This design comes from an exercise in tuning for small area, a short achievable clock period and few clock cycles per item on the open sky130 flow, not from production work.
Only simulation tests tie the RTL to the original design; equivalence was not proved.
Power figures rest on the tool's default switching activity, not on a simulated workload.

**run.sh**
```bash
#!/bin/bash
# synth_recipe.tcl (not shown) runs the flow's synth.tcl, then flattens the netlist and writes it again
# the make line also repeats each setting of config.mk as NAME=value (left out here)
make -C /OpenROAD-flow-scripts/flow DESIGN_CONFIG=/design/flow/config.mk WORK_HOME=/design/flow/orfs CLKGATE_MAP_FILE= SYNTH_SCRIPT=/design/flow/synth_recipe.tcl finish
```
**config.mk**
```make
export PLATFORM = sky130hd
export DESIGN_NAME = polyline_stroke_extrude_unit
export DESIGN_NICKNAME = polyline_stroke_extrude_unit
export VERILOG_FILES = /design/flow/design.v
export SDC_FILE = /design/flow/constraint.sdc
export NUM_CORES = 4
export LEC_CHECK = 0
export CAP_MARGIN = 20
export CORE_MARGIN = 2
export CORE_UTILIZATION = 40
export SLEW_MARGIN = 20
```
**constraint.sdc**
```tcl
create_clock -name core_clock -period 11.0 [get_ports {clk}]
set_input_delay 2.2000 -clock core_clock [delete_from_list [all_inputs] [get_ports {clk}]]
set_output_delay 2.2000 -clock core_clock [all_outputs]
set_load 0.01 [all_outputs]
```
**design.v**
```verilog
`timescale 1ns / 1ps
`default_nettype none
package pse_pkg;
  localparam int InDataW = 96;
  localparam int OutDataW = 136;
  localparam logic CfgWidth = 1'b0;
  localparam logic CfgColor = 1'b1;
  localparam logic [31:0] WidthReset = 32'h0001_0000;
  localparam logic [31:0] ColorReset = 32'hFFFF_FFFF;
  typedef struct packed {
    logic load_in;      
    logic start_a;      
    logic start_b;      
    logic shift_hist;   
  } pse_cmd_t;
  typedef struct packed {
    logic busy;
    logic done;
    logic nonzero;
    logic same_pt;      
  } pse_sts_t;
endpackage
`default_nettype wire
`timescale 1ns / 1ps
`default_nettype none
module polyline_stroke_extrude_unit (
  input  wire logic                           clk,
  input  wire logic                           rst,
  input  wire logic                           s_axis_tvalid,
  output logic                                s_axis_tready,
  input  wire logic [pse_pkg::InDataW-1:0]    s_axis_tdata,
  input  wire logic                           s_axis_tlast,
  output logic                                m_axis_tvalid,
  input  wire logic                           m_axis_tready,
  output logic [pse_pkg::OutDataW-1:0]        m_axis_tdata,
  output logic                                m_axis_tlast,
  input  wire logic                           cfg_we,
  input  wire logic                           cfg_index,
  input  wire logic [31:0]                    cfg_data
);
  logic [31:0] stroke_width, stroke_color;
  always_ff @(posedge clk) begin
    if (rst) begin
      stroke_width <= pse_pkg::WidthReset;
      stroke_color <= pse_pkg::ColorReset;
    end else if (cfg_we) begin
      if (cfg_index == pse_pkg::CfgWidth) stroke_width <= cfg_data;
      else stroke_color <= cfg_data;
    end
  end
  logic [4:0] w_top;
  logic       w_nz, w_next;
  always_comb begin
    w_top = 5'd0;
    for (int i = 1; i < 32; i++) if (stroke_width[i]) w_top = 5'(i);
  end
  logic [4:0] w_top_q;
  logic       w_nz_q, w_next_q;
  always_ff @(posedge clk) begin
    w_top_q  <= w_top;
    w_nz_q   <= |stroke_width;
    w_next_q <= stroke_width[w_top - 5'd1];
  end
  logic [1:0]  npts;      
  logic        pend_b;    
  logic        rdy;
  logic [31:0] hx, hh, hz, px, pz;
  localparam logic [2:0] N_IDLE = 3'd0, N_SUB = 3'd1, N_ABS = 3'd2,
                         N_LZC = 3'd3, N_NORM = 3'd4, N_SQ = 3'd5,
                         N_DONE = 3'd6;
  localparam logic [1:0] Q_IDLE = 2'd0, Q_RUN = 2'd1, Q_DONE = 2'd2;
  localparam logic [2:0] D_IDLE = 3'd0, D_STEP = 3'd1, D_FIN = 3'd2,
                         D_E0 = 3'd3, D_E1 = 3'd4;
  logic [2:0] ns;
  logic [1:0] qs;
  logic [2:0] ds;
  logic q_take, n_take, n_free;
  assign q_take = (qs == Q_DONE) && (ds == D_IDLE);
  assign n_take = (ns == N_DONE) && ((qs == Q_IDLE) || q_take);
  assign n_free = (ns == N_IDLE) || n_take;
  logic acc, load_a, load_b;
  assign acc    = s_axis_tvalid && rdy;
  assign load_a = s_axis_tvalid && !rdy && (npts != 2'd0) && !pend_b && n_free;
  assign load_b = pend_b && n_free;
  assign s_axis_tready = rdy;
  logic [31:0] in_x, in_h, in_z;
  assign in_x = s_axis_tdata[31:0];
  assign in_h = s_axis_tdata[63:32];
  assign in_z = s_axis_tdata[95:64];
  logic [1:0] npts_nx;
  logic       pend_b_nx;
  always_comb begin
    npts_nx = npts;
    pend_b_nx = pend_b && !load_b;
    if (acc) begin
      if (npts == 2'd0) begin
        if (!s_axis_tlast) npts_nx = 2'd1;
      end else begin
        npts_nx = s_axis_tlast ? 2'd0 : 2'd2;
        pend_b_nx = s_axis_tlast;
      end
    end
  end
  always_ff @(posedge clk) begin
    if (rst) begin
      npts <= 2'd0;
      pend_b <= 1'b0;
      rdy <= 1'b1;
    end else begin
      npts <= npts_nx;
      pend_b <= pend_b_nx;
      rdy <= load_a || (npts_nx == 2'd0 && !pend_b_nx);
    end
  end
  always_ff @(posedge clk) begin
    if (acc && (npts != 2'd0 || !s_axis_tlast)) begin
      hx <= in_x;
      hh <= in_h;
      hz <= in_z;
      if (npts != 2'd0) begin
        px <= hx;
        pz <= hz;
      end
    end
  end
  logic               n_jb, n_yh, n_tl, n_sx, n_sz, n_bx, n_bz;
  logic signed [32:0] nx, nz;
  logic [31:0]        nbx, nbh, nbz;
  logic [4:0]         n_msb, ncnt;
  logic [60:0]        nacc;
  logic [31:0] n_y_x, n_y_z;
  assign n_y_x = (n_jb || !n_yh) ? px : hx;
  assign n_y_z = (n_jb || !n_yh) ? pz : hz;
  logic [31:0] n_m;
  logic [4:0]  n_msb_c;
  assign n_m = nx[31:0] | nz[31:0];
  always_comb begin
    n_msb_c = 5'd0;
    for (int i = 1; i < 32; i++) if (n_m[i]) n_msb_c = 5'(i);
  end
  logic [60:0] n_ext_x, n_ext_z;
  assign n_ext_x = {nx[31:0], 29'd0} >> n_msb;
  assign n_ext_z = {nz[31:0], 29'd0} >> n_msb;
  logic [31:0] n_sum;
  assign n_sum = 32'(nacc[60:30]) + (n_bx ? 32'(nx[29:0]) : 32'd0)
                                  + (n_bz ? 32'(nz[29:0]) : 32'd0);
  always_ff @(posedge clk) begin
    if (rst) begin
      ns <= N_IDLE;
    end else begin
      case (ns)
        N_IDLE, N_DONE: begin
          if (ns == N_IDLE || n_take) ns <= N_IDLE;
          if (load_a || load_b) ns <= N_SUB;
        end
        N_SUB: ns <= N_ABS;
        N_ABS: ns <= (nx == 33'sd0 && nz == 33'sd0) ? N_IDLE : N_LZC;
        N_LZC: ns <= N_NORM;
        N_NORM: ns <= N_SQ;
        N_SQ: if (ncnt == 5'd29) ns <= N_DONE;
        default: ns <= N_IDLE;
      endcase
    end
  end
  always_ff @(posedge clk) begin
    case (ns)
      N_SUB: begin
        nx <= nx - {n_y_x[31], n_y_x};
        nz <= nz - {n_y_z[31], n_y_z};
        nbx <= hx;
        nbh <= hh;
        nbz <= hz;
        n_tl <= n_jb || !s_axis_tlast || (nx[31:0] == hx && nz[31:0] == hz);
      end
      N_ABS: begin
        n_sx <= nx[32];
        n_sz <= nz[32];
        nx <= nx[32] ? -nx : nx;
        nz <= nz[32] ? -nz : nz;
      end
      N_LZC: n_msb <= n_msb_c;
      N_NORM: begin
        nx <= 33'(n_ext_x[29:0]);
        nz <= 33'(n_ext_z[29:0]);
        nacc <= '0;
        if (n_msb < 5'd29) begin
          ncnt <= 5'd29 - n_msb;
          n_bx <= nx[0];
          n_bz <= nz[0];
        end else begin
          ncnt <= 5'd0;
          n_bx <= nx[n_msb - 5'd29];
          n_bz <= nz[n_msb - 5'd29];
        end
      end
      N_SQ: begin
        nacc <= {n_sum, nacc[29:1]};
        ncnt <= ncnt + 5'd1;
        n_bx <= nx[ncnt + 5'd1];
        n_bz <= nz[ncnt + 5'd1];
      end
      default: ;
    endcase
    if (load_a) begin
      nx <= {in_x[31], in_x};
      nz <= {in_z[31], in_z};
      n_jb <= 1'b0;
      n_yh <= (npts == 2'd1);
    end else if (load_b) begin
      nx <= {hx[31], hx};
      nz <= {hz[31], hz};
      n_jb <= 1'b1;
    end
  end
  logic [29:0] qax, qaz;
  logic        q_sx, q_sz, q_tl;
  logic [31:0] qbx, qbh, qbz;
  logic [61:0] qs_r;
  logic [31:0] qrem;
  logic [30:0] qroot;
  logic [4:0]  qcnt;
  logic [33:0] q_sh, q_trial, q_diff;
  logic        q_ge;
  assign q_sh = {qrem, qs_r[61:60]};
  assign q_trial = {1'b0, qroot, 2'b01};
  assign q_diff = q_sh - q_trial;
  assign q_ge = !q_diff[33];
  always_ff @(posedge clk) begin
    if (rst) begin
      qs <= Q_IDLE;
    end else begin
      if (n_take) qs <= Q_RUN;
      else if (q_take) qs <= Q_IDLE;
      else if (qs == Q_RUN && qcnt == 5'd0) qs <= Q_DONE;
    end
  end
  always_ff @(posedge clk) begin
    if (n_take) begin
      qax <= nx[29:0];
      qaz <= nz[29:0];
      q_sx <= n_sx;
      q_sz <= n_sz;
      q_tl <= n_tl;
      qbx <= nbx;
      qbh <= nbh;
      qbz <= nbz;
      qs_r <= {nacc[59:0], 2'b00};
      qroot <= 31'(nacc[60]);
      qrem <= '0;
      qcnt <= 5'd29;
    end else if (qs == Q_RUN) begin
      qs_r <= {qs_r[59:0], 2'b00};
      qroot <= {qroot[29:0], q_ge};
      qrem <= q_ge ? q_diff[31:0] : q_sh[31:0];
      qcnt <= qcnt - 5'd1;
    end
  end
  logic [29:0] dax, daz;
  logic        d_sx, d_sz, d_tl, d_w, dcx, dcz;
  logic [31:0] dbx, dbh, dbz;
  logic [30:0] dlen;
  logic [31:0] drx, drz, dqx, dqz;
  logic [4:0]  di;
  function automatic logic [64:0] div_step(logic [31:0] r, logic [31:0] q,
                                           logic [29:0] a, logic w,
                                           logic [30:0] len);
    logic [33:0] x, t1, t2;
    logic [31:0] rn, qn;
    x  = {1'b0, r, 1'b0} + (w ? 34'(a) : 34'd0);
    t1 = x - {2'b00, len, 1'b0};
    t2 = x - {1'b0, len, 2'b00};
    if (!t2[33]) begin
      rn = t2[31:0];
      qn = {q[30:0] + 31'd1, 1'b0};
    end else if (!t1[33]) begin
      rn = t1[31:0];
      qn = {q[30:0], 1'b1};
    end else begin
      rn = x[31:0];
      qn = {q[30:0], 1'b0};
    end
    div_step = {1'b0, rn, qn};
  endfunction
  logic [64:0] dsx, dsz;
  assign dsx = div_step(drx, dqx, dax, d_w, dlen);
  assign dsz = div_step(drz, dqz, daz, d_w, dlen);
  function automatic logic [31:0] vert(logic [31:0] b, logic [31:0] q,
                                       logic c, logic add);
    logic [33:0] v;
    v = {{2{b[31]}}, b} + (add ? {2'b00, q} : ~{2'b00, q})
        + 34'(add ? c : !c);
    if (v[33] != v[31] || v[32] != v[31]) vert = v[33] ? 32'h8000_0000 : 32'h7FFF_FFFF;
    else vert = v[31:0];
  endfunction
  logic [31:0] ovx, ovh, ovz;
  logic        ovalid, oside, olast;
  logic        xfer;
  assign xfer = ovalid && m_axis_tready;
  logic e_load, e_side;
  assign e_load = (ds == D_E0 && !ovalid) || (ds == D_E1 && m_axis_tready);
  assign e_side = (ds == D_E1);
  always_ff @(posedge clk) begin
    if (rst) begin
      ds <= D_IDLE;
    end else begin
      case (ds)
        D_IDLE: if (q_take) ds <= (w_top_q == 5'd0) ? D_FIN : D_STEP;
        D_STEP: if (di == 5'd0) ds <= D_FIN;
        D_FIN:  ds <= D_E0;
        D_E0:   if (!ovalid) ds <= D_E1;
        D_E1:   if (m_axis_tready) ds <= D_IDLE;
        default: ds <= D_IDLE;
      endcase
    end
  end
  always_ff @(posedge clk) begin
    if (q_take) begin
      dax <= qax;
      daz <= qaz;
      d_sx <= q_sx;
      d_sz <= q_sz;
      d_tl <= q_tl;
      dbx <= qbx;
      dbh <= qbh;
      dbz <= qbz;
      dlen <= qroot;
      drx <= w_nz_q ? 32'(qax) : 32'd0;
      drz <= w_nz_q ? 32'(qaz) : 32'd0;
      dqx <= '0;
      dqz <= '0;
      di <= w_top_q - 5'd1;
      d_w <= w_next_q;
    end else if (ds == D_STEP) begin
      drx <= dsx[63:32];
      dqx <= dsx[31:0];
      drz <= dsz[63:32];
      dqz <= dsz[31:0];
      di <= di - 5'd1;
      d_w <= stroke_width[di - 5'd1];
    end
    if (ds == D_FIN) begin
      dcx <= (drx >= 32'(dlen));
      dcz <= (drz >= 32'(dlen));
    end
  end
  always_ff @(posedge clk) begin
    if (rst) begin
      ovalid <= 1'b0;
    end else begin
      if (e_load) ovalid <= 1'b1;
      else if (xfer) ovalid <= 1'b0;
    end
  end
  always_ff @(posedge clk) begin
    if (e_load) begin
      ovx <= vert(dbx, dqz, dcz, d_sz ^ e_side);
      ovz <= vert(dbz, dqx, dcx, !d_sx ^ e_side);
      ovh <= dbh;
      oside <= e_side;
      olast <= e_side && d_tl;
    end
  end
  assign m_axis_tvalid = ovalid;
  assign m_axis_tlast = olast;
  assign m_axis_tdata = {7'd0, stroke_color, oside, ovz, ovh, ovx};
endmodule
`default_nettype wire
```
==> impl_metrics.ini, run 1 <==
[setup_path]
r2r-start = d_w
crit_top_cell = nand2_1
cp_top_family = compound AO/OA/AOI/OAI gates
r2r_end = drx[4]
cpPeakStageDelay_ps = 970
cpMaxStageDelayCell = nor2_1
rrSetupSlack_ps = 3410
crit_buf_inv = 0
cp-end-kind = register
arrival_ps = 8220
crit_chain = and2_1 -> ha_1 -> o21ai_0 -> a2111oi_0 -> nand2_1 -> nand2_1 -> a21o_1 -> a21o_1 -> xor2_1 -> ha_1 -> a21oi_1 -> nor2_1 -> a211oi_1 -> o21ai_0 -> a211oi_1 -> o31a_1 -> or3_1 -> nand2_1 -> nor2_1 -> a222oi_1 -> nand2_1
startpoint_type = register
critPathKind = register to register
critPathMaxFanout = 30
crit_start = d_w
required_ps = 11630
rr_worst_depth = 21

[global_routing]
grt_use_total = 0.254
grt_pass1_vias = 54800
grt_max_degree = 106
grt-ovfl-total = 0
antenna_found_initial = 30
grt_first_pass_wirelength_mm = 356

[timing]
setup_viol_count_final = 0
finClkSkew_ps = 46.3
max_freq_ghz = 0.132
final_hold_viol_count = 0
worstMarginPinSlew_ps = 1180
fin_crit_sh = 0.690
slew_headroom = 0.213
fin_tns_setup_ps = 0
period_minus_slack_ps = 7590
hold_ws_ps = 408
finalMaxSlewViolations = 0
rsz0062_at_grt = false

[floorplan]
die_x_um = 431
rows = 156
die_y_um = 431
core_area_mm2 = 0.181
io_pins = 274
initial_core_util = 0.403
fp.dieArea_mm2 = 0.186

[power]
p_per_area_mw_per_mm2 = 149
total_power_mw = 12.4
irDropWorstVdd_uv = 132
leakagePower_nw = 31.6

[yosys]
ys_warn_count = 1
synthesis.area_mm2 = 0.0730
ys_top_cells_by_count = edfxtp_1 (979), nand2_1 (695), ha_1 (449)
yosysMostFrequentCell = edfxtp_1
synth.avg_cell_area_um2 = 10.4
ys_ff_latch = 1195
syn_inst = 7029
synth_area_leader_cell = edfxtp_1
synth-seq-area-share = 0.462
synth-edff-count = 979
synth_flop_cell = edfxtp_1
async_reset_ff_frac = 0
synth.area.top_cells = edfxtp_1 (40%), ha_1 (7.7%), dfxtp_1 (5.9%), xnor2_1 (4.3%), nand2_1 (3.6%)
synth.distinct_cells = 107
synth_top_area_frac = 0.403

[min_path]
hold_path.class = register to register
holdPathEnd = dbh[3]
holdCritStartpoint = qbh[3]
holdPathStages = 0

[drt]
routed_wl_mm = 241
drtIter0Drc = 5657
vias = 57100
drc = 0
wl_per_cell_um = 24.8
drtPass1Iterations = 6
drtAntennaViolNets = 0
vias_per_cell = 5.87

[clock_tree]
cts.clk_slew.worst_paths_ps = 60
cts_root_buf = clkbuf_16
cts_buffers = 140
clock_latency_ps = 810
cts_max_level = 4
cts_resized = 0
post_cts_buffers = 0
cts_sinks = 1195
clk_path_buf_depth = 3
cts_tree = done
cts_hold_buf = 0

[placement]
postPlaceCellArea_mm2 = 0.0784
portBuffers = 266
gp_congestion = 0.970
place_hpwl_mm = 174

[cells_and_area]
fill_cells = 16800
multiInputGateArea_mm2 = 0.0370
syn2layout_area_growth_pct = 13.8
utilization = 0.459
num-nets-final = 7855
regArea_mm2 = 0.0337
layout-drive-gt1-share = 0.0753
final_cell_area_mm2 = 0.0831

[outcome]
run_status = timing/DRC/antenna clean

[job]
cap_violations = 0
through the flow:
step | setup WS [ps] | std cells
after global placement | 3450 | 9456
after global routing | 2810 | 9720
after floorplan | 3090 | 7035
final | 3410 | 9722
after CTS | 3410 | 9714
after detailed placement | 3440 | 9456
layout make-up:
cell class              instances  area share
flip-flops and latches       1195       0.406
multi-input cells            5193       0.445
clock buffers                 165      0.0439
clock inverters                93      0.0118
diodes                          8    0.000241
repair buffers                398      0.0441
inverters                     300      0.0137
well taps                    2370      0.0357
cells by family after synthesis:
| group | after synthesis | synth area share |
|---|---|---|
| and+or+nand+nor | 1955 | 0.128 |
| adders and majority gates | 492 | 0.0888 |
| buffers and inverters | 647 | 0.0345 |
| xor gates and xnor gates | 572 | 0.0687 |
| AOI/OAI and AO/OA | 1887 | 0.167 |
| muxes | 280 | 0.0510 |
| DFF | 1195 | 0.462 |
| other | 1 | 0.0000514 |
worst reg2reg max path, stage by stage, from the launching register on:
cell,delay (ps)
edfxtp_1,730
and2_1,300
ha_1,350
o21ai_0,140
a2111oi_0,850
nand2_1,110
nand2_1,140
a21o_1,130
a21o_1,120
xor2_1,350
ha_1,380
a21oi_1,230
nor2_1,60
a211oi_1,480
o21ai_0,210
a211oi_1,320
o31a_1,470
or3_1,340
nand2_1,400
nor2_1,970
a222oi_1,210
nand2_1,130
sequential cells by signal, indices dropped and copies added, names as in the netlist, 33 cells and up:
name,count
nacc,61
nx,33
nz,33
qs_r,60
placed cells by master, fill, tap and decap left out, drive strengths merged, types with 165 or more instances in the layout:
cell,netlist,layout
clkdlybuf4s50,0,265
clkbuf,277,165
nand3,177,177
ha,449,449
mux2i,192,192
xnor2,361,361
a21oi,438,438
a21o,196,196
nor2,391,391
o21ai,513,513
inv,298,309
edfxtp,979,979
nand2,695,695
xor2,211,211
dfxtp,216,216
worst max path at each step:
stage | endpoint | depth (start not counted)
2_1_floorplan | nx[0] | 4
6_report | drx[4] | 21
5_1_grt | drx[26] | 21
3_5_place_dp | drz[1] | 22
3_3_place_gp | drz[1] | 22
4_1_cts | drz[1] | 22
power breakdown:
group / internal, mW / switching (mW) / leakage, nW
clock: 2.66 / 2.03 / 2.27
sequential: 5.09 / 0.175 / 10.6
combinational: 1.04 / 1.40 / 18.7
total: 8.79 / 3.60 / 31.6
per-layer routing:
metal  vias to the layer above  routed length (um)  track usage
li1                      26500                   -            -
met1                     27700              102000        0.341
met2                      2397              108000        0.395
met3                       516               20100       0.0532
met4                        10               10900        0.111
met5                         -                  77            0
Testbench counts, summed over its fixed seeds: cycles 59,894, points 1,920.
==> run 2: changes to the inputs <==
--- a/design.v
+++ b/design.v
@@ -70,7 +70,8 @@
                          N_DONE = 3'd6;
   localparam logic [1:0] Q_IDLE = 2'd0, Q_RUN = 2'd1, Q_DONE = 2'd2;
   localparam logic [2:0] D_IDLE = 3'd0, D_STEP = 3'd1, D_FIN = 3'd2,
-                         D_E0 = 3'd3, D_E1 = 3'd4;
+                         D_E0 = 3'd3, D_E1 = 3'd4,
+                         D_E2 = 3'd5;
   logic [2:0] ns;
   logic [1:0] qs;
   logic [2:0] ds;
@@ -141,9 +142,13 @@
   logic [60:0] n_ext_x, n_ext_z;
   assign n_ext_x = {nx[31:0], 29'd0} >> n_msb;
   assign n_ext_z = {nz[31:0], 29'd0} >> n_msb;
-  logic [31:0] n_sum;
-  assign n_sum = 32'(nacc[60:30]) + (n_bx ? 32'(nx[29:0]) : 32'd0)
-                                  + (n_bz ? 32'(nz[29:0]) : 32'd0);
+  logic [31:0] n_sum, n_o1, n_o2, n_o3, n_cs, n_cc;
+  assign n_o1 = 32'(nacc[60:30]);
+  assign n_o2 = n_bx ? 32'(nx[29:0]) : 32'd0;
+  assign n_o3 = n_bz ? 32'(nz[29:0]) : 32'd0;
+  assign n_cs = n_o1 ^ n_o2 ^ n_o3;
+  assign n_cc = {((n_o1[30:0] & n_o2[30:0]) | (n_o1[30:0] & n_o3[30:0]) | (n_o2[30:0] & n_o3[30:0])), 1'b0};
+  assign n_sum = n_cs + n_cc;
   always_ff @(posedge clk) begin
     if (rst) begin
       ns <= N_IDLE;
@@ -219,12 +224,24 @@
   logic [31:0] qrem;
   logic [30:0] qroot;
   logic [4:0]  qcnt;
-  logic [33:0] q_sh, q_trial, q_diff;
-  logic        q_ge;
-  assign q_sh = {qrem, qs_r[61:60]};
-  assign q_trial = {1'b0, qroot, 2'b01};
-  assign q_diff = q_sh - q_trial;
-  assign q_ge = !q_diff[33];
+  logic [36:0] q_x4, q_b, q_c, q_cs, q_cc, q_d1, q_da, q_db;
+  logic        q_ge1, q_ge2;
+  logic [31:0] q_rem_nx;
+  assign q_x4 = 37'({qrem, qs_r[61:58]});
+  assign q_d1 = 37'({qrem, qs_r[61:60]}) - 37'({qroot, 2'b01});
+  assign q_b  = ~(37'({qroot, 4'b0000}));
+  assign q_c  = ~(37'({qroot, 3'b111}));
+  assign q_cs = q_x4 ^ q_b ^ q_c;
+  assign q_cc = {((q_x4[35:0] & q_b[35:0]) | (q_x4[35:0] & q_c[35:0]) |
+                  (q_b[35:0] & q_c[35:0])), 1'b0};
+  assign q_da = q_cs + q_cc;
+  assign q_db = q_x4 - 37'({qroot, 3'b001});
+  assign q_ge1 = !q_d1[36];
+  assign q_ge2 = q_ge1 ? !q_da[36] : !q_db[36];
+  always_comb begin
+    if (q_ge1) q_rem_nx = q_ge2 ? q_da[31:0] : {q_d1[29:0], qs_r[59:58]};
+    else       q_rem_nx = q_ge2 ? q_db[31:0] : q_x4[31:0];
+  end
   always_ff @(posedge clk) begin
     if (rst) begin
       qs <= Q_IDLE;
@@ -244,14 +261,17 @@
       qbx <= nbx;
       qbh <= nbh;
       qbz <= nbz;
-      qs_r <= {nacc[59:0], 2'b00};
       qroot <= 31'(nacc[60]);
-      qrem <= '0;
-      qcnt <= 5'd29;
     end else if (qs == Q_RUN) begin
-      qs_r <= {qs_r[59:0], 2'b00};
-      qroot <= {qroot[29:0], q_ge};
-      qrem <= q_ge ? q_diff[31:0] : q_sh[31:0];
+      qroot <= {qroot[28:0], q_ge1, q_ge2};
+    end
+    if (n_take) begin
+      qs_r <= {nacc[59:0], 2'b00};
+      qrem <= '0;
+      qcnt <= 5'd14;
+    end else begin
+      qs_r <= {qs_r[57:0], 4'b0000};
+      qrem <= q_rem_nx;
       qcnt <= qcnt - 5'd1;
     end
   end
@@ -264,11 +284,19 @@
   function automatic logic [64:0] div_step(logic [31:0] r, logic [31:0] q,
                                            logic [29:0] a, logic w,
                                            logic [30:0] len);
-    logic [33:0] x, t1, t2;
+    logic [33:0] r2, aw, n1, n2, s1, c1, s2, c2, x, t1, t2;
     logic [31:0] rn, qn;
-    x  = {1'b0, r, 1'b0} + (w ? 34'(a) : 34'd0);
-    t1 = x - {2'b00, len, 1'b0};
-    t2 = x - {1'b0, len, 2'b00};
+    r2 = {1'b0, r, 1'b0};
+    aw = w ? 34'(a) : 34'd0;
+    n1 = ~{2'b00, len, 1'b0};
+    n2 = ~{1'b0, len, 2'b00};
+    s1 = r2 ^ aw ^ n1;
+    c1 = {((r2[32:0] & aw[32:0]) | (r2[32:0] & n1[32:0]) | (aw[32:0] & n1[32:0])), 1'b1};
+    s2 = r2 ^ aw ^ n2;
+    c2 = {((r2[32:0] & aw[32:0]) | (r2[32:0] & n2[32:0]) | (aw[32:0] & n2[32:0])), 1'b1};
+    x  = r2 + aw;
+    t1 = s1 + c1;
+    t2 = s2 + c2;
     if (!t2[33]) begin
       rn = t2[31:0];
       qn = {q[30:0] + 31'd1, 1'b0};
@@ -292,7 +320,7 @@
     if (v[33] != v[31] || v[32] != v[31]) vert = v[33] ? 32'h8000_0000 : 32'h7FFF_FFFF;
     else vert = v[31:0];
   endfunction
-  logic [31:0] ovx, ovh, ovz;
+  logic [31:0] ovx, ovz;
   logic        ovalid, oside, olast;
   logic        xfer;
   assign xfer = ovalid && m_axis_tready;
@@ -308,7 +336,8 @@
         D_STEP: if (di == 5'd0) ds <= D_FIN;
         D_FIN:  ds <= D_E0;
         D_E0:   if (!ovalid) ds <= D_E1;
-        D_E1:   if (m_axis_tready) ds <= D_IDLE;
+        D_E1:   if (m_axis_tready) ds <= D_E2;
+        D_E2:   if (m_axis_tready) ds <= D_IDLE;
         default: ds <= D_IDLE;
       endcase
     end
@@ -329,15 +358,14 @@
       dqx <= '0;
       dqz <= '0;
       di <= w_top_q - 5'd1;
-      d_w <= w_next_q;
     end else if (ds == D_STEP) begin
       drx <= dsx[63:32];
       dqx <= dsx[31:0];
       drz <= dsz[63:32];
       dqz <= dsz[31:0];
       di <= di - 5'd1;
-      d_w <= stroke_width[di - 5'd1];
     end
+    d_w <= q_take ? w_next_q : stroke_width[di - 5'd1];
     if (ds == D_FIN) begin
       dcx <= (drx >= 32'(dlen));
       dcz <= (drz >= 32'(dlen));
@@ -355,13 +383,12 @@
     if (e_load) begin
       ovx <= vert(dbx, dqz, dcz, d_sz ^ e_side);
       ovz <= vert(dbz, dqx, dcx, !d_sx ^ e_side);
-      ovh <= dbh;
       oside <= e_side;
       olast <= e_side && d_tl;
     end
   end
   assign m_axis_tvalid = ovalid;
   assign m_axis_tlast = olast;
-  assign m_axis_tdata = {7'd0, stroke_color, oside, ovz, ovh, ovx};
+  assign m_axis_tdata = {7'd0, stroke_color, oside, ovz, dbh, ovx};
 endmodule
 `default_nettype wire
--- a/config.mk
+++ b/config.mk
@@ -8,4 +8,5 @@
 export CAP_MARGIN = 20
 export CORE_MARGIN = 2
 export CORE_UTILIZATION = 40
+export SETUP_SLACK_MARGIN = 5
 export SLEW_MARGIN = 20
==> run 2 against run 1 <==
  * Maximum frequency increased by 31%
  * Worst setup slack improved by 1800 ps
  * Critical endpoint is now drx[23]
  * Die area increased by 8.2%
  * Non-clock buffer count increased by 9
==> impl_metrics.ini, run 2 <==
[outcome]
run_status = timing/DRC/antenna clean

[global_routing]
grt_first_pass_wirelength_mm = 382
grt_use_total = 0.250
grt_max_degree = 100
antenna_found_initial = 16
grt-ovfl-total = 0
grt_pass1_vias = 60900

[timing]
finClkSkew_ps = 41.3
max_freq_ghz = 0.172
final.setup.worst_slack_ps = 5180
setup_viol_count_final = 0
hold_ws_ps = 401
worstMarginPinSlew_ps = 1130
fin_tns_setup_ps = 0
period_minus_slack_ps = 5820
finalMaxSlewViolations = 0
final_hold_viol_count = 0
slew_headroom = 0.250
rsz0062_at_grt = true
fin_crit_sh = 0.529

[setup_path]
rr_worst_depth = 16
required_ps = 11520
r2r_end = drx[23]
critPathKind = register to register
critPathMaxFanout = 32
cp-end-kind = register
rrSetupSlack_ps = 5180
r2r-start = d_w
crit_path_end = drx[23]
startpoint_type = register
crit_start = d_w
arrival_ps = 6340

[yosys]
ys_ff_latch = 1163
synthesis.area_mm2 = 0.0790
synth-seq-area-share = 0.407
synth.avg_cell_area_um2 = 9.84
synth_area_leader_cell = edfxtp_1
yosysMostFrequentCell = edfxtp_1
synth.distinct_cells = 101
ys_top_cells_by_count = edfxtp_1 (886), nand2_1 (875), inv_1 (583)
syn_inst = 8031
ys_warn_count = 1
synth_flop_cell = edfxtp_1
synth-edff-count = 886
synth.area.top_cells = edfxtp_1 (34%), ha_1 (8.6%), dfxtp_1 (7.0%), fa_1 (4.7%), xnor2_1 (4.3%)
async_reset_ff_frac = 0
synth_top_area_frac = 0.337

[floorplan]
rows = 163
die_y_um = 448
fp.dieArea_mm2 = 0.201
io_pins = 274
core_area_mm2 = 0.197
initial_core_util = 0.401
die_x_um = 448

[clock_tree]
cts_buffers = 138
clock_latency_ps = 810
clk_path_buf_depth = 3
cts_sinks = 1163
cts_tree = done
cts_max_level = 4
cts.clk_slew.worst_paths_ps = 60
cts_hold_buf = 0
cts_root_buf = clkbuf_16

[drt]
drtAntennaViolNets = 0
wl_per_cell_um = 23.4
drc = 0
routed_wl_mm = 257
drtIter0Drc = 6274
vias_per_cell = 5.79
drtPass1Iterations = 6
vias = 63600

[cells_and_area]
layout_common_cells = edfxtp_1 (886), nand2_1 (871), inv_1 (579), ha_1 (540), a21oi_1 (532)
top_register = nacc
top_regs = nacc: 61 flops, qs_r: 60 flops
final_cell_area_mm2 = 0.0898
layout-drive-gt1-share = 0.0686
largest_reg_flops = 61
final_common_cell = edfxtp_1
finalNonFillerCells = 11000
fill_cells = 18600
num-nets-final = 9073
syn2layout_area_growth_pct = 13.6

[job]
cap_violations = 0

[placement]
portBuffers = 266
placed_cells = 10700
postPlaceCellArea_mm2 = 0.0848
gp_congestion = 0.986
place_hpwl_mm = 189
dp_slack_ps = 4480

[power]
p_per_area_mw_per_mm2 = 212
leakagePower_nw = 35.5
irDropWorstVdd_uv = 129

[min_path]
holdCritStartpoint = hh[27]
hold_path.class = register to register
-- run 2: area by class of cell --
class,instances,area (um2),area share
antenna,10,25.0,0.000279
clock buffer,167,3680,0.0409
tap,2640,3300,0.0368
timing repair buffer,407,3760,0.0418
inverter,588,2220,0.0248
clock inverter,81,1130,0.0126
multi-input combinational,5915,43500,0.485
sequential,1163,32200,0.358
-- run 2: worst min path at each step --
| stage | to | slack [ps] | depth (start not counted) |
|---|---|---|---|
| 3_5_place_dp | dbh[16] | 400 | 0 |
| 4_1_cts | nbh[27] | 400 | 0 |
| 3_3_place_gp | dbh[17] | 400 | 0 |
| 6_report | nbh[27] | 400 | 0 |
| 5_1_grt | qbz[22] | 420 | 0 |
| 2_1_floorplan | qs_r[10] | 400 | 2 |
-- run 2: stage by stage --
step	utilization	power, mW
after floorplan	-	11.8
after global routing	0.456	20.2
after CTS	0.455	18.9
final	0.456	19.0
after global placement	0.431	13.9
after detailed placement	0.431	14.0
-- run 2: per-layer routing --
| layer | vias up | share of wire | track usage |
|---|---|---|---|
| li1 | 29500 | - | - |
| met1 | 30800 | 0.44 | 0.350 |
| met2 | 2698 | 0.44 | 0.379 |
| met3 | 497 | 0.083 | 0.0479 |
| met4 | 6 | 0.041 | 0.0991 |
| met5 | - | 0.00017 | 0 |
-- run 2: logic make-up after synthesis --
logic type / count (synthesis) / share of synthesized area
XOR/XNOR: 596 / 0.0661
other: 1 / 0.0000475
multiplexers: 275 / 0.0473
buffers and inverters: 960 / 0.0465
adder cells (fa/ha/maj): 725 / 0.132
flip-flops: 1163 / 0.407
AO/OA/AOI/OAI: 2059 / 0.168
AND/OR/NAND/NOR: 2252 / 0.133
-- run 2: repair_timing --
action,in CTS,in global routing
buffers inserted,1,1
pin swaps,0,1
endpoints found under the setup margin,131,154
resized for setup,6,20
gates cloned,0,1
-- run 2: critical path, cell delays in order, from the launching register on --
cell and delay (ps):
dfxtp_4 700, buf_12 310, nand2_1 160, fa_1 500, inv_1 50, ha_1 350, and3_1 250, nand3_1 90
o21ai_0 560, o211a_1 400, a21oi_1 210, o31ai_1 560, o41ai_4 180, xnor2_4 750, nor2_1 110, a31oi_1 200
o221ai_1 140
-- run 2: where the power goes --
group / switching, mW / leakage [nW] / internal [mW]
registers: 0.463 / 10.2 / 5.23
logic: 5.02 / 22.9 / 3.44
clock network: 1.99 / 2.32 / 2.87
Testbench counts of run 2, summed over its fixed seeds: cycles 49,978, points 1,920.
==> run 3: changes to the inputs <==
--- a/design.v
+++ b/design.v
@@ -59,7 +59,7 @@
   always_ff @(posedge clk) begin
     w_top_q  <= w_top;
     w_nz_q   <= |stroke_width;
-    w_next_q <= stroke_width[w_top - 5'd1];
+    w_next_q <= (w_top != 5'd0) && stroke_width[w_top - 5'd1];
   end
   logic [1:0]  npts;      
   logic        pend_b;    
@@ -76,7 +76,7 @@
   logic [1:0] qs;
   logic [2:0] ds;
   logic q_take, n_take, n_free;
-  assign q_take = (qs == Q_DONE) && (ds == D_IDLE);
+  assign q_take = (qs == Q_DONE) && (ds == D_IDLE || (ds == D_E1 && m_axis_tready));
   assign n_take = (ns == N_DONE) && ((qs == Q_IDLE) || q_take);
   assign n_free = (ns == N_IDLE) || n_take;
   logic acc, load_a, load_b;
@@ -124,7 +124,7 @@
       end
     end
   end
-  logic               n_jb, n_yh, n_tl, n_sx, n_sz, n_bx, n_bz;
+  logic               n_jb, n_yh, n_tl, n_sx, n_sz;
   logic signed [32:0] nx, nz;
   logic [31:0]        nbx, nbh, nbz;
   logic [4:0]         n_msb, ncnt;
@@ -132,9 +132,12 @@
   logic [31:0] n_y_x, n_y_z;
   assign n_y_x = (n_jb || !n_yh) ? px : hx;
   assign n_y_z = (n_jb || !n_yh) ? pz : hz;
+  logic [32:0] n_abx, n_abz;
+  assign n_abx = nx[32] ? -nx : nx;
+  assign n_abz = nz[32] ? -nz : nz;
   logic [31:0] n_m;
   logic [4:0]  n_msb_c;
-  assign n_m = nx[31:0] | nz[31:0];
+  assign n_m = n_abx[31:0] | n_abz[31:0];
   always_comb begin
     n_msb_c = 5'd0;
     for (int i = 1; i < 32; i++) if (n_m[i]) n_msb_c = 5'(i);
@@ -142,13 +145,13 @@
   logic [60:0] n_ext_x, n_ext_z;
   assign n_ext_x = {nx[31:0], 29'd0} >> n_msb;
   assign n_ext_z = {nz[31:0], 29'd0} >> n_msb;
-  logic [31:0] n_sum, n_o1, n_o2, n_o3, n_cs, n_cc;
-  assign n_o1 = 32'(nacc[60:30]);
-  assign n_o2 = n_bx ? 32'(nx[29:0]) : 32'd0;
-  assign n_o3 = n_bz ? 32'(nz[29:0]) : 32'd0;
-  assign n_cs = n_o1 ^ n_o2 ^ n_o3;
-  assign n_cc = {((n_o1[30:0] & n_o2[30:0]) | (n_o1[30:0] & n_o3[30:0]) | (n_o2[30:0] & n_o3[30:0])), 1'b0};
-  assign n_sum = n_cs + n_cc;
+  logic [1:0]  n_bx2, n_bz2;
+  logic [32:0] n_sum;
+  assign n_sum = 33'(nacc[60:30])
+               + (n_bx2[0] ? 33'(nx[29:0]) : 33'd0) + (n_bx2[1] ? {2'b00, nx[29:0], 1'b0} : 33'd0)
+               + (n_bz2[0] ? 33'(nz[29:0]) : 33'd0) + (n_bz2[1] ? {2'b00, nz[29:0], 1'b0} : 33'd0);
+  logic [4:0] n_k;
+  assign n_k = (n_msb < 5'd29) ? ((5'd29 - n_msb) & 5'b11110) : 5'd0;
   always_ff @(posedge clk) begin
     if (rst) begin
       ns <= N_IDLE;
@@ -159,10 +162,9 @@
           if (load_a || load_b) ns <= N_SUB;
         end
         N_SUB: ns <= N_ABS;
-        N_ABS: ns <= (nx == 33'sd0 && nz == 33'sd0) ? N_IDLE : N_LZC;
-        N_LZC: ns <= N_NORM;
+        N_ABS: ns <= (nx == 33'sd0 && nz == 33'sd0) ? N_IDLE : N_NORM;
         N_NORM: ns <= N_SQ;
-        N_SQ: if (ncnt == 5'd29) ns <= N_DONE;
+        N_SQ: if (ncnt == 5'd28) ns <= N_DONE;
         default: ns <= N_IDLE;
       endcase
     end
@@ -180,29 +182,23 @@
       N_ABS: begin
         n_sx <= nx[32];
         n_sz <= nz[32];
-        nx <= nx[32] ? -nx : nx;
-        nz <= nz[32] ? -nz : nz;
+        nx <= n_abx;
+        nz <= n_abz;
+        n_msb <= n_msb_c;
       end
-      N_LZC: n_msb <= n_msb_c;
       N_NORM: begin
         nx <= 33'(n_ext_x[29:0]);
         nz <= 33'(n_ext_z[29:0]);
         nacc <= '0;
-        if (n_msb < 5'd29) begin
-          ncnt <= 5'd29 - n_msb;
-          n_bx <= nx[0];
-          n_bz <= nz[0];
-        end else begin
-          ncnt <= 5'd0;
-          n_bx <= nx[n_msb - 5'd29];
-          n_bz <= nz[n_msb - 5'd29];
-        end
+        ncnt <= n_k;
+        n_bx2 <= {n_ext_x[n_k + 5'd1], n_ext_x[n_k]};
+        n_bz2 <= {n_ext_z[n_k + 5'd1], n_ext_z[n_k]};
       end
       N_SQ: begin
-        nacc <= {n_sum, nacc[29:1]};
-        ncnt <= ncnt + 5'd1;
-        n_bx <= nx[ncnt + 5'd1];
-        n_bz <= nz[ncnt + 5'd1];
+        nacc <= {n_sum, nacc[29:2]};
+        ncnt <= ncnt + 5'd2;
+        n_bx2 <= {nx[ncnt + 5'd3], nx[ncnt + 5'd2]};
+        n_bz2 <= {nz[ncnt + 5'd3], nz[ncnt + 5'd2]};
       end
       default: ;
     endcase
@@ -277,6 +273,8 @@
   end
   logic [29:0] dax, daz;
   logic        d_sx, d_sz, d_tl, d_w, dcx, dcz;
+  assign dcx = dsx[64];
+  assign dcz = dsz[64];
   logic [31:0] dbx, dbh, dbz;
   logic [30:0] dlen;
   logic [31:0] drx, drz, dqx, dqz;
@@ -307,7 +305,7 @@
       rn = x[31:0];
       qn = {q[30:0], 1'b0};
     end
-    div_step = {1'b0, rn, qn};
+    div_step = {!t1[33], rn, qn};
   endfunction
   logic [64:0] dsx, dsz;
   assign dsx = div_step(drx, dqx, dax, d_w, dlen);
@@ -320,7 +318,7 @@
     if (v[33] != v[31] || v[32] != v[31]) vert = v[33] ? 32'h8000_0000 : 32'h7FFF_FFFF;
     else vert = v[31:0];
   endfunction
-  logic [31:0] ovx, ovz;
+  logic [31:0] ovx, ovh, ovz;
   logic        ovalid, oside, olast;
   logic        xfer;
   assign xfer = ovalid && m_axis_tready;
@@ -332,12 +330,10 @@
       ds <= D_IDLE;
     end else begin
       case (ds)
-        D_IDLE: if (q_take) ds <= (w_top_q == 5'd0) ? D_FIN : D_STEP;
-        D_STEP: if (di == 5'd0) ds <= D_FIN;
-        D_FIN:  ds <= D_E0;
+        D_IDLE: if (q_take) ds <= (w_top_q == 5'd0) ? D_E0 : D_STEP;
+        D_STEP: if (di == 5'd0) ds <= D_E0;
         D_E0:   if (!ovalid) ds <= D_E1;
-        D_E1:   if (m_axis_tready) ds <= D_E2;
-        D_E2:   if (m_axis_tready) ds <= D_IDLE;
+        D_E1:   if (m_axis_tready) ds <= !q_take ? D_IDLE : (w_top_q == 5'd0) ? D_E0 : D_STEP;
         default: ds <= D_IDLE;
       endcase
     end
@@ -365,11 +361,7 @@
       dqz <= dsz[31:0];
       di <= di - 5'd1;
     end
-    d_w <= q_take ? w_next_q : stroke_width[di - 5'd1];
-    if (ds == D_FIN) begin
-      dcx <= (drx >= 32'(dlen));
-      dcz <= (drz >= 32'(dlen));
-    end
+    d_w <= q_take ? w_next_q : (ds == D_STEP && di != 5'd0) && stroke_width[di - 5'd1];
   end
   always_ff @(posedge clk) begin
     if (rst) begin
@@ -383,12 +375,13 @@
     if (e_load) begin
       ovx <= vert(dbx, dqz, dcz, d_sz ^ e_side);
       ovz <= vert(dbz, dqx, dcx, !d_sx ^ e_side);
+      ovh <= dbh;
       oside <= e_side;
       olast <= e_side && d_tl;
     end
   end
   assign m_axis_tvalid = ovalid;
   assign m_axis_tlast = olast;
-  assign m_axis_tdata = {7'd0, stroke_color, oside, ovz, dbh, ovx};
+  assign m_axis_tdata = {7'd0, stroke_color, oside, ovz, ovh, ovx};
 endmodule
 `default_nettype wire
==> run 3 against run 2 <==
  * Area after synthesis grew 0.45%
  * Critical path type unchanged
  * First-iteration DRC count grew 17%
  * Critical endpoint is now ovx[16]
  * Clock skew grew 27 ps
  * Highest routed layer unchanged
  * Worst hold slack improved by 5.7 ps
  * Die area up 0.45%
==> impl_metrics.ini, run 3 <==
[cells_and_area]
final_cell_area_mm2 = 0.0923
num-nets-final = 9056
regArea_mm2 = 0.0331
multiInputGateArea_mm2 = 0.0444
largest_reg_flops = 61
syn2layout_area_growth_pct = 16.3
utilization = 0.468
top_regs = nacc: 61 flops, qs_r: 60 flops
fill_cells = 18200
finalNonFillerCells = 11000
top_register = nacc
final_common_cell = edfxtp_1
layout-drive-gt1-share = 0.0986
layout_common_cells = edfxtp_1 (917), nand2_1 (896), a21oi_1 (568), ha_1 (462), o21ai_0 (437)

[timing]
setup_viol_count_final = 0
fin_tns_setup_ps = 0
slew_headroom = 0.109
finalMaxSlewViolations = 0
period_minus_slack_ps = 7450
fin_crit_sh = 0.677
max_freq_ghz = 0.134
final_hold_viol_count = 0
rsz0062_at_grt = true
finClkSkew_ps = 67.9
worstMarginPinSlew_ps = 1300

[clock_tree]
cts_buffers = 137
clk_path_buf_depth = 3
cts_tree = done
cts_sinks = 1194
clock_latency_ps = 840
cts_max_level = 4
cts.clk_slew.worst_paths_ps = 70
cts_root_buf = clkbuf_16

[floorplan]
core_area_mm2 = 0.197
die_x_um = 449
rows = 163
initial_core_util = 0.402
fp.dieArea_mm2 = 0.202
die_y_um = 449
io_pins = 274

[yosys]
ys_warn_count = 1
synth_area_leader_cell = edfxtp_1
async_reset_ff_frac = 0
synth.distinct_cells = 95
synth.area.top_cells = edfxtp_1 (35%), ha_1 (7.6%), dfxtp_1 (7.0%), fa_1 (6.1%), nand2_1 (4.3%)
synth_top_area_frac = 0.347
synth_flop_cell = edfxtp_1
synthesis.area_mm2 = 0.0794
syn_inst = 7897
yosysMostFrequentCell = edfxtp_1
synth.avg_cell_area_um2 = 10.1
synth-edff-count = 917
ys_ff_latch = 1194
synth-seq-area-share = 0.417
ys_top_cells_by_count = edfxtp_1 (917), nand2_1 (908), a21oi_1 (584)

[drt]
wl_per_cell_um = 24.8
routed_wl_mm = 272
drtIter0Drc = 7369
vias = 63900
vias_per_cell = 5.83
drtAntennaViolNets = 0
drc = 0
drtPass1Iterations = 6

[setup_path]
rrSetupSlack_ps = 3550
cp-end-kind = register
r2r_end = ovx[16]
startpoint_type = register
r2r-start = d_w
cpPeakStageDelay_ps = 420
required_ps = 11590
rr_worst_depth = 38
critPathMaxFanout = 15
cp_top_family = compound AO/OA/AOI/OAI gates
crit_buf_inv = 11
arrival_ps = 8040
critPathKind = register to register
cpMaxStageDelayCell = fa_2
crit_start = d_w
crit_top_cell = buf_12

[placement]
place_hpwl_mm = 196
placed_cells = 10600
portBuffers = 266
gp_congestion = 0.975
postPlaceCellArea_mm2 = 0.0855

[power]
clkPwrFrac = 0.297
intPower_mw = 10.4
irDropWorstVdd_uv = 182
power_switching_mw = 5.67
swShare = 0.353
pwr-share-seq = 0.343
power.share.combinational = 0.360
p_per_area_mw_per_mm2 = 174
leakagePower_nw = 36.9
total_power_mw = 16.1

[outcome]
run_status = timing/DRC/antenna clean

[min_path]
holdPathStages = 2
hold_path.class = register to register
holdPathEnd = qs_r[6]
holdCritStartpoint = qs_r[2]

[global_routing]
grt-ovfl-total = 0
antenna_found_initial = 17
grt_pass1_vias = 61800
grt_max_degree = 80
grt_use_total = 0.261
grt_first_pass_wirelength_mm = 400

[job]
cap_violations = 0
run 3: layer usage:
| layer | track usage | part of all wire | vias up |
|---|---|---|---|
| li1 | - | - | 29200 |
| met1 | 0.358 | 0.42 | 31300 |
| met2 | 0.399 | 0.44 | 2785 |
| met3 | 0.0520 | 0.088 | 545 |
| met4 | 0.115 | 0.050 | 8 |
| met5 | 0 | 0.00022 | - |
run 3: kinds of logic (layout without fill, tap and decap cells):
family | count (synthesis) | count (layout) | share of synthesized area
fa+ha+maj | 723 | 723 | 0.137
other cells | 1 | 20 | 0.0000472
buf+inv | 824 | 1222 | 0.0397
flops | 1194 | 1194 | 0.417
mux | 260 | 260 | 0.0435
simple gates | 2228 | 2233 | 0.131
compound gates | 2043 | 2044 | 0.163
xor+xnor | 624 | 624 | 0.0689
run 3: timing repair:
item | in CTS | in global routing
hold endpoints to repair | 0 | 0
pin swaps | 43 | 30
endpoints found under the setup margin | 200 | 166
setup buffers | 76 | 33
hold buffers | 0 | 0
resized for setup | 119 | 92
gates cloned | 10 | 5
run 3: worst reg2reg max path, delay by kind of cell (launching register included):
kind | cells | cell delay (ps)
AND/OR/NAND/NOR | 7 | 820
adder cells (fa/ha/maj) | 4 | 1390
XOR/XNOR | 2 | 250
flip-flops | 1 | 380
buffers and inverters | 11 | 1490
AO/OA/AOI/OAI | 14 | 2930
run 3: power by group through the flow:
| stage | Combinational, mW | Clock (mW) | Sequential, mW |
|---|---|---|---|
| after detailed placement | 5.35 | 0 | 5.60 |
| final | 5.78 | 4.76 | 5.51 |
| after global routing | 6.37 | 5.00 | 5.54 |
| after global placement | 5.26 | 0 | 5.59 |
| after CTS | 5.58 | 4.83 | 5.50 |
| after floorplan | 4.12 | 0 | 5.45 |
run 3: area by class of cell:
class / instances / share of cell area
Tap cell: 2640 / 0.0358
Antenna cell: 13 / 0.000352
Multi-Input combinational cell: 5891 / 0.480
Timing Repair Buffer: 531 / 0.0562
Clock inverter: 77 / 0.0104
Inverter: 443 / 0.0182
Clock buffer: 171 / 0.0402
Sequential cell: 1194 / 0.358
run 3: how the worst max path moves through the flow:
| stage | end | slack, ps | cells after the start |
|---|---|---|---|
| after floorplan | ovz[10] | 3690 | 34 |
| after global placement | ovx[16] | 2060 | 30 |
| after detailed placement | ovz[4] | 1920 | 29 |
| after CTS | ovx[16] | 3600 | 35 |
| after global routing | ovz[30] | 3200 | 34 |
| final | ovx[16] | 3550 | 38 |
run 3: metrics by stage:
stage               hold WS (ps)  setup WS [ps]
finish                       407           3550
global route                 402           3200
CTS                          389           3600
detailed placement           405           1920
global placement             401           2060
floorplan                    399           3690
Testbench counts of run 3, summed over its fixed seeds: cycles 44,165, points 1,920.

-- separate check: timing with driven ports --
How much do the figures lean on ideal ports? The routed layouts below were timed once more, with nothing changed but the port constraints.
Step 1: set_driving_cell puts a clkbuf_16 on clk and a buf_2 on each other input, an assumption about the parent block.
Step 2 moves the port delays by t, midway between the first and last clock arrival at a register: inputs arrive t later, outputs are due t later. That takes back most of the time a late clock gives input paths.
Slacks: ideal ports / drivers / drivers and shift; pairs: ideal ports / drivers.
| run | shift t [ns] | slack for setup (ns) | worst setup path after step 2 |
|---|---|---|---|
| run 1 | 0.874 | 3.407 / 3.407 / 3.407 | register to register |
| run 2 | 0.879 | 5.182 / 5.182 / 4.927 | input to register |
| run 3 | 0.894 | 3.548 / 3.548 / 3.548 | register to register |
After both steps every run listed still meets setup and hold. The setup slack of run 2, which loses most, moves by 0.000 ns with the drivers and by -0.255 ns with both steps.
